This design comes from an exercise in tuning for a short achievable clock period and few clock cycles on the open sky130 flow, not from production work.
Only simulation tests tie the RTL to the original design; equivalence was not proved.
Power figures rest on the tool's default switching activity, not on a simulated workload.

## main
==> module dcache_data_array, before the edit <==
module dcache_data_array
#(
    parameter int LINES = dcache_pkg::LINES_DEF,
    parameter int WORDS = dcache_pkg::WORDS_DEF,
    localparam int AW = $clog2(LINES * WORDS)
) (
    input  logic          clock,
    input  logic          we,
    input  logic [AW-1:0] waddr,
    input  logic [31:0]   wdata,
    input  logic [AW-1:0] raddr,
    output logic [31:0]   rdata
);
    logic [31:0] mem [LINES*WORDS];
    always_ff @(posedge clock) begin
        if (we) mem[waddr] <= wdata;
    end
    assign rdata = mem[raddr];
endmodule
==> module dcache_ctrl, before the edit <==
module dcache_ctrl
#(
    parameter int LINES = dcache_pkg::LINES_DEF,
    parameter int WORDS = dcache_pkg::WORDS_DEF
) (
    input  logic        clock,
    input  logic        reset,
    input  logic        cpu_req,
    input  logic        cpu_we,
    input  logic [31:0] cpu_addr,
    input  logic [31:0] cpu_wdata,
    output logic [31:0] cpu_rdata,
    output logic        cpu_ready,
    output logic        cpu_busy,
    input  logic        flush,
    output logic        mem_req,
    output logic        mem_we,
    output logic [31:0] mem_addr,
    output logic [31:0] mem_wdata,
    input  logic [31:0] mem_rdata,
    input  logic        mem_ack,
    output logic [15:0] hit_count,
    output logic [15:0] miss_count
);
    localparam int OW = $clog2(WORDS);
    localparam int IW = $clog2(LINES);
    localparam int TW = 30 - OW - IW;
    logic idle_q;                  
    logic rdy_q;                   
    logic mreq_q;                  
    logic refill_q;                
    logic shit_q;                  
    logic end_q;                   
    logic [15:0] hit_prev;         
    logic miss_q;                  
    logic byp_q;                   
    logic [OW-1:0] cnt_q;          
    logic [TW-1:0] tags [LINES];
    logic [LINES-1:0] valid;
    logic [31:0] rdata_q;
    logic [31:0] arr_rdata;
    logic [LINES-1:0] match;
    logic hit, accept, ack, arr_we;
    logic [TW-1:0] tag;
    logic [IW-1:0] idx;
    logic [OW-1:0] off;
    logic unused_addr_bits;
    assign unused_addr_bits = ^cpu_addr[1:0];
    assign tag = cpu_addr[31 -: TW];
    assign idx = cpu_addr[2+OW +: IW];
    assign off = cpu_addr[2 +: OW];
    always_comb begin
        for (int i = 0; i < LINES; i++) match[i] = valid[i] && tags[i] == tag;
    end
    assign hit = match[idx];
    assign accept = idle_q && cpu_req && !flush;
    assign ack = mreq_q && mem_ack;
    assign mem_req = mreq_q || (accept && cpu_we);
    assign mem_we = cpu_we;
    assign mem_addr = {cpu_addr[31:2+OW], cpu_we ? off : cnt_q, 2'b00};
    assign mem_wdata = cpu_wdata;
    assign cpu_ready = rdy_q || (mem_ack && end_q);
    assign cpu_rdata = rdata_q;
    assign arr_we = ack && (refill_q || shit_q);
    dcache_data_array #(.LINES(LINES), .WORDS(WORDS)) u_data (
        .clock(clock),
        .we(arr_we),
        .waddr({idx, refill_q ? cnt_q : off}),
        .wdata(refill_q ? mem_rdata : cpu_wdata),
        .raddr({idx, off}),
        .rdata(arr_rdata)
    );
    always_ff @(posedge clock) begin
        rdata_q <= byp_q ? mem_rdata : arr_rdata;
        if (accept) shit_q <= hit;
        if (accept) hit_prev <= hit_count;
        if (ack && refill_q && cnt_q == OW'(WORDS - 1)) tags[idx] <= tag;
    end
    always_ff @(posedge clock) begin
        if (reset) begin
            idle_q <= 1'b1;
            rdy_q <= 1'b0;
            cpu_busy <= 1'b0;
            mreq_q <= 1'b0;
            refill_q <= 1'b0;
            end_q <= 1'b0;
            byp_q <= 1'b0;
            miss_q <= 1'b0;
            cnt_q <= '0;
            valid <= '0;
            hit_count <= '0;
            miss_count <= '0;
        end else begin
            if (idle_q && flush) valid <= '0;
            rdy_q <= 1'b0;
            if (accept) begin
                idle_q <= 1'b0;
                cpu_busy <= 1'b1;
                if (cpu_we) begin
                    mreq_q <= 1'b1;
                    end_q <= 1'b1;
                end else begin
                    hit_count <= hit_count + 16'(hit_count != 16'hFFFF);
                    if (hit) rdy_q <= 1'b1;
                    else begin
                        mreq_q <= 1'b1;
                        refill_q <= 1'b1;
                    end
                end
            end
            miss_q <= accept && !cpu_we && !hit;
            if (miss_q) begin
                hit_count <= hit_prev;
                miss_count <= miss_count + 16'(miss_count != 16'hFFFF);
            end
            if (rdy_q) begin
                idle_q <= 1'b1;
                cpu_busy <= 1'b0;
            end
            if (ack) begin
                if (refill_q) begin
                    cnt_q <= cnt_q + 1'b1;
                    end_q <= cnt_q == OW'(WORDS - 2) && off != OW'(WORDS - 1);
                    byp_q <= cnt_q == OW'(WORDS - 2) && off == OW'(WORDS - 1);
                end
                if (byp_q) rdy_q <= 1'b1;
                if (end_q || byp_q) begin
                    idle_q <= !byp_q;
                    cpu_busy <= byp_q;
                    mreq_q <= 1'b0;
                    refill_q <= 1'b0;
                    end_q <= 1'b0;
                    byp_q <= 1'b0;
                    if (refill_q) valid[idx] <= 1'b1;
                end
            end
        end
    end
endmodule
Settings: LEC_CHECK=0, ABC_CLOCK_PERIOD_IN_PS=1000, CAP_MARGIN=20, CORE_MARGIN=2, CORE_UTILIZATION=50, CTS_CLUSTER_DIAMETER=60, CTS_CLUSTER_SIZE=25, SETUP_SLACK_MARGIN=3.1, SLEW_MARGIN=20; clock period 6.0 ns.
run.sh (not shown) runs the stock make flow with config.mk's settings and CLKGATE_MAP_FILE= SYNTH_SCRIPT=/design/flow/synth_recipe.tcl, a recipe that flattens the netlist after the stock synthesis.
Testbench counts of main, summed over its fixed seeds: cycles 90,878.
### main -> the feature branch
diff --git a/flow/design.v b/flow/design.v
--- a/flow/design.v
+++ b/flow/design.v
@@ -16,16 +16,23 @@
     input  logic [AW-1:0] waddr,
     input  logic [31:0]   wdata,
     input  logic [AW-1:0] raddr,
     output logic [31:0]   rdata
 );
     logic [31:0] mem [LINES*WORDS];
+    logic [LINES*WORDS-1:0] rsel;
     always_ff @(posedge clock) begin
         if (we) mem[waddr] <= wdata;
     end
-    assign rdata = mem[raddr];
+    always_comb begin
+        rdata = '0;
+        for (int i = 0; i < LINES*WORDS; i++) begin
+            rsel[i] = raddr == AW'(i);
+            rdata = rdata | (mem[i] & {32{rsel[i]}});
+        end
+    end
 endmodule
 module dcache_ctrl
 #(
     parameter int LINES = dcache_pkg::LINES_DEF,
     parameter int WORDS = dcache_pkg::WORDS_DEF
 ) (
@@ -54,14 +61,12 @@
     logic idle_q;                  
     logic rdy_q;                   
     logic mreq_q;                  
     logic refill_q;                
     logic shit_q;                  
     logic end_q;                   
-    logic [15:0] hit_prev;         
-    logic miss_q;                  
     logic byp_q;                   
     logic [OW-1:0] cnt_q;          
     logic [TW-1:0] tags [LINES];
     logic [LINES-1:0] valid;
     logic [31:0] rdata_q;
     logic [31:0] arr_rdata;
@@ -96,51 +101,47 @@
         .raddr({idx, off}),
         .rdata(arr_rdata)
     );
     always_ff @(posedge clock) begin
         rdata_q <= byp_q ? mem_rdata : arr_rdata;
         if (accept) shit_q <= hit;
-        if (accept) hit_prev <= hit_count;
         if (ack && refill_q && cnt_q == OW'(WORDS - 1)) tags[idx] <= tag;
     end
     always_ff @(posedge clock) begin
         if (reset) begin
             idle_q <= 1'b1;
             rdy_q <= 1'b0;
             cpu_busy <= 1'b0;
             mreq_q <= 1'b0;
             refill_q <= 1'b0;
             end_q <= 1'b0;
             byp_q <= 1'b0;
-            miss_q <= 1'b0;
             cnt_q <= '0;
             valid <= '0;
             hit_count <= '0;
             miss_count <= '0;
         end else begin
             if (idle_q && flush) valid <= '0;
             rdy_q <= 1'b0;
             if (accept) begin
-                idle_q <= 1'b0;
-                cpu_busy <= 1'b1;
                 if (cpu_we) begin
+                    idle_q <= 1'b0;
+                    cpu_busy <= 1'b1;
                     mreq_q <= 1'b1;
                     end_q <= 1'b1;
+                end else if (hit) begin
+                    idle_q <= 1'b0;
+                    rdy_q <= 1'b1;
+                    hit_count <= hit_count + 16'(hit_count != 16'hFFFF);
                 end else begin
-                    hit_count <= hit_count + 16'(hit_count != 16'hFFFF);
-                    if (hit) rdy_q <= 1'b1;
-                    else begin
-                        mreq_q <= 1'b1;
-                        refill_q <= 1'b1;
-                    end
+                    idle_q <= 1'b0;
+                    cpu_busy <= 1'b1;
+                    mreq_q <= 1'b1;
+                    refill_q <= 1'b1;
+                    miss_count <= miss_count + 16'(miss_count != 16'hFFFF);
                 end
-            end
-            miss_q <= accept && !cpu_we && !hit;
-            if (miss_q) begin
-                hit_count <= hit_prev;
-                miss_count <= miss_count + 16'(miss_count != 16'hFFFF);
             end
             if (rdy_q) begin
                 idle_q <= 1'b1;
                 cpu_busy <= 1'b0;
             end
             if (ack) begin
- A launch point of the critical path of cpu_addr[24] is what the feature branch shows, while cpu_addr[3] belongs to main.
- The feature branch against main; number of synthesized flops with an enable pin is down slightly.
- [compare] base=main new=the feature branch: clock buffer count from CTS fell 2, summed area of non-filler cells in the final layout fell 0.37%, number of stages on the worst setup path rose 4, pin count of the biggest net entering global routing about even, fraction of the yosys area taken by sequential cells rose 3.5 points.
- Across both runs, non-clock buffer instance count of the final layout was higher for the feature branch than for main.
Testbench counts of the feature branch, summed over its fixed seeds: cycles 90,878.


dcache_ctrl, a different RTL version from the one above (not shown whole).
Size in the first run: ~230 I/O pins, ~99000 sq um of cells after synthesis.
==> module dcache_ctrl, before the edit <==
module dcache_ctrl
#(
    parameter int LINES = dcache_pkg::LINES_DEF,
    parameter int WORDS = dcache_pkg::WORDS_DEF
) (
    input  logic        clock,
    input  logic        reset,
    input  logic        cpu_req,
    input  logic        cpu_we,
    input  logic [31:0] cpu_addr,
    input  logic [31:0] cpu_wdata,
    output logic [31:0] cpu_rdata,
    output logic        cpu_ready,
    output logic        cpu_busy,
    input  logic        flush,
    output logic        mem_req,
    output logic        mem_we,
    output logic [31:0] mem_addr,
    output logic [31:0] mem_wdata,
    input  logic [31:0] mem_rdata,
    input  logic        mem_ack,
    output logic [15:0] hit_count,
    output logic [15:0] miss_count
);
    localparam int OW = $clog2(WORDS);
    localparam int IW = $clog2(LINES);
    localparam int TW = 30 - OW - IW;
    logic idle_q;                  
    logic rdy_q;                   
    logic mreq_q;                  
    logic refill_q;                
    logic shit_q;                  
    logic end_q;                   
    logic miss_q;                  
    logic byp_q;                   
    logic [OW-1:0] cnt_q;          
    logic [TW-1:0] tags [LINES];
    logic [LINES-1:0] valid;
    logic [31:0] rdata_q;
    logic [31:0] arr_rdata;
    logic [LINES-1:0] match;
    logic hit, accept, ack, arr_we;
    logic [TW-1:0] tag;
    logic [IW-1:0] idx;
    logic [OW-1:0] off;
    logic unused_addr_bits;
    assign unused_addr_bits = ^cpu_addr[1:0];
    assign tag = cpu_addr[31 -: TW];
    assign idx = cpu_addr[2+OW +: IW];
    assign off = cpu_addr[2 +: OW];
    always_comb begin
        for (int i = 0; i < LINES; i++) match[i] = valid[i] && tags[i] == tag;
    end
    assign hit = match[idx];
    assign accept = idle_q && cpu_req && !flush;
    assign ack = mreq_q && mem_ack;
    assign mem_req = mreq_q || (accept && cpu_we);
    assign mem_we = cpu_we;
    assign mem_addr = {cpu_addr[31:2+OW], cpu_we ? off : cnt_q, 2'b00};
    assign mem_wdata = cpu_wdata;
    assign cpu_ready = rdy_q || (mem_ack && end_q);
    assign cpu_rdata = rdata_q;
    assign arr_we = ack && (refill_q || shit_q);
    dcache_data_array #(.LINES(LINES), .WORDS(WORDS)) u_data (
        .clock(clock),
        .we(arr_we),
        .waddr({idx, refill_q ? cnt_q : off}),
        .wdata(refill_q ? mem_rdata : cpu_wdata),
        .raddr({idx, off}),
        .rdata(arr_rdata)
    );
    always_ff @(posedge clock) begin
        rdata_q <= byp_q ? mem_rdata : arr_rdata;
        if (accept) shit_q <= hit;
        if (ack && refill_q && cnt_q == OW'(WORDS - 1)) tags[idx] <= tag;
    end
    always_ff @(posedge clock) begin
        if (reset) begin
            idle_q <= 1'b1;
            rdy_q <= 1'b0;
            cpu_busy <= 1'b0;
            mreq_q <= 1'b0;
            refill_q <= 1'b0;
            end_q <= 1'b0;
            byp_q <= 1'b0;
            miss_q <= 1'b0;
            cnt_q <= '0;
            valid <= '0;
            hit_count <= '0;
            miss_count <= '0;
        end else begin
            if (idle_q && flush) valid <= '0;
            rdy_q <= 1'b0;
            if (accept) begin
                if (cpu_we) begin
                    idle_q <= 1'b0;
                    cpu_busy <= 1'b1;
                    mreq_q <= 1'b1;
                    end_q <= 1'b1;
                end else if (hit) begin
                    idle_q <= 1'b0;
                    rdy_q <= 1'b1;
                    hit_count <= hit_count + 16'(hit_count != 16'hFFFF);
                end else begin
                    idle_q <= 1'b0;
                    cpu_busy <= 1'b1;
                    mreq_q <= 1'b1;
                    refill_q <= 1'b1;
                end
            end
            miss_q <= accept && !cpu_we && !hit;
            if (miss_q) miss_count <= miss_count + 16'(miss_count != 16'hFFFF);
            if (rdy_q) begin
                idle_q <= 1'b1;
                cpu_busy <= 1'b0;
            end
            if (ack) begin
                if (refill_q) begin
                    cnt_q <= cnt_q + 1'b1;
                    end_q <= cnt_q == OW'(WORDS - 2) && off != OW'(WORDS - 1);
                    byp_q <= cnt_q == OW'(WORDS - 2) && off == OW'(WORDS - 1);
                end
                if (byp_q) rdy_q <= 1'b1;
                if (end_q || byp_q) begin
                    idle_q <= !byp_q;
                    cpu_busy <= byp_q;
                    mreq_q <= 1'b0;
                    refill_q <= 1'b0;
                    end_q <= 1'b0;
                    byp_q <= 1'b0;
                    if (refill_q) valid[idx] <= 1'b1;
                end
            end
        end
    end
endmodule
clock: 6.0 ns
lec_check: 0
abc_clock_period_in_ps: 1000
cap_margin: 20
core_margin: 2
core_utilization: 50
cts_cluster_diameter: 60
cts_cluster_size: 25
setup_slack_margin: 3.1
slew_margin: 20
Testbench counts at the start, summed over its fixed seeds: cycles 90,878.
Next try:
--- a/flow/design.v
+++ b/flow/design.v
@@ -58,4 +58,6 @@
     logic shit_q;                  
     logic end_q;                   
+    logic [15:0] hit_prev;         
+    logic pend_q;                  
     logic miss_q;                  
     logic byp_q;                   
@@ -97,6 +99,7 @@
     );
     always_ff @(posedge clock) begin
-        rdata_q <= byp_q ? mem_rdata : arr_rdata;
+        rdata_q <= arr_rdata;
         if (accept) shit_q <= hit;
+        if (accept) hit_prev <= hit_count;
         if (ack && refill_q && cnt_q == OW'(WORDS - 1)) tags[idx] <= tag;
     end
@@ -111,4 +114,5 @@
             byp_q <= 1'b0;
             miss_q <= 1'b0;
+            pend_q <= 1'b0;
             cnt_q <= '0;
             valid <= '0;
@@ -119,22 +123,27 @@
             rdy_q <= 1'b0;
             if (accept) begin
+                idle_q <= 1'b0;
+                cpu_busy <= 1'b1;
                 if (cpu_we) begin
-                    idle_q <= 1'b0;
-                    cpu_busy <= 1'b1;
                     mreq_q <= 1'b1;
                     end_q <= 1'b1;
-                end else if (hit) begin
-                    idle_q <= 1'b0;
-                    rdy_q <= 1'b1;
+                end else begin
                     hit_count <= hit_count + 16'(hit_count != 16'hFFFF);
-                end else begin
-                    idle_q <= 1'b0;
-                    cpu_busy <= 1'b1;
-                    mreq_q <= 1'b1;
-                    refill_q <= 1'b1;
+                    if (hit) rdy_q <= 1'b1;
+                    else begin
+                        mreq_q <= 1'b1;
+                        refill_q <= 1'b1;
+                    end
                 end
             end
             miss_q <= accept && !cpu_we && !hit;
-            if (miss_q) miss_count <= miss_count + 16'(miss_count != 16'hFFFF);
+            if (miss_q) begin
+                hit_count <= hit_prev;
+                miss_count <= miss_count + 16'(miss_count != 16'hFFFF);
+            end
+            if (pend_q) begin
+                pend_q <= 1'b0;
+                rdy_q <= 1'b1;
+            end
             if (rdy_q) begin
                 idle_q <= 1'b1;
@@ -147,5 +156,5 @@
                     byp_q <= cnt_q == OW'(WORDS - 2) && off == OW'(WORDS - 1);
                 end
-                if (byp_q) rdy_q <= 1'b1;
+                pend_q <= byp_q;
                 if (end_q || byp_q) begin
                     idle_q <= !byp_q;
Effect: The new run finished clean; total power climbs by 0.59%; worst hold slack loses 11 ps; combinational power came out lower by 11%; setup slack gains 48 ps; routed wire length decreases by about 4.5%; clock power hardly moves; final cell count went down by about 1.2%.
Testbench counts after the change, summed over its fixed seeds: cycles 92,014.

afterwards: timing with drivers on the ports:
How much do the figures lean on ideal ports? The routed layouts below were timed once more, with nothing changed but the port constraints.
Step 1, drivers: a clkbuf_16 drives clock and a buf_2 each remaining input, both assumed.
Step 2 adds t to the input delays and takes it off the output delays; t is the mean of the earliest and latest rising clock arrival at the registers after step 1. Input paths then give back, and output paths get back, about the clock's delay inside the block.
Three values: ideal ports, drivers, drivers and shift; two values: the first two.
run	t, ns	setup slack, ns	worst setup path after step 2	worst data-port slew with drivers (ns)
main	0.925	2.808 / 2.660 / 1.735	input to register	0.32
the feature branch	0.937	2.865 / 2.865 / 1.939	input to register	0.16
the first run of note 2	0.928	2.787 / 2.579 / 1.658	input to register	0.32
the second run of note 2	0.917	2.836 / 2.638 / 1.740	input to register	0.31
After both steps every run listed still meets setup and hold. The setup slack of the first run of note 2, which loses most, moves by -0.208 ns with the drivers and by -1.129 ns with both steps.
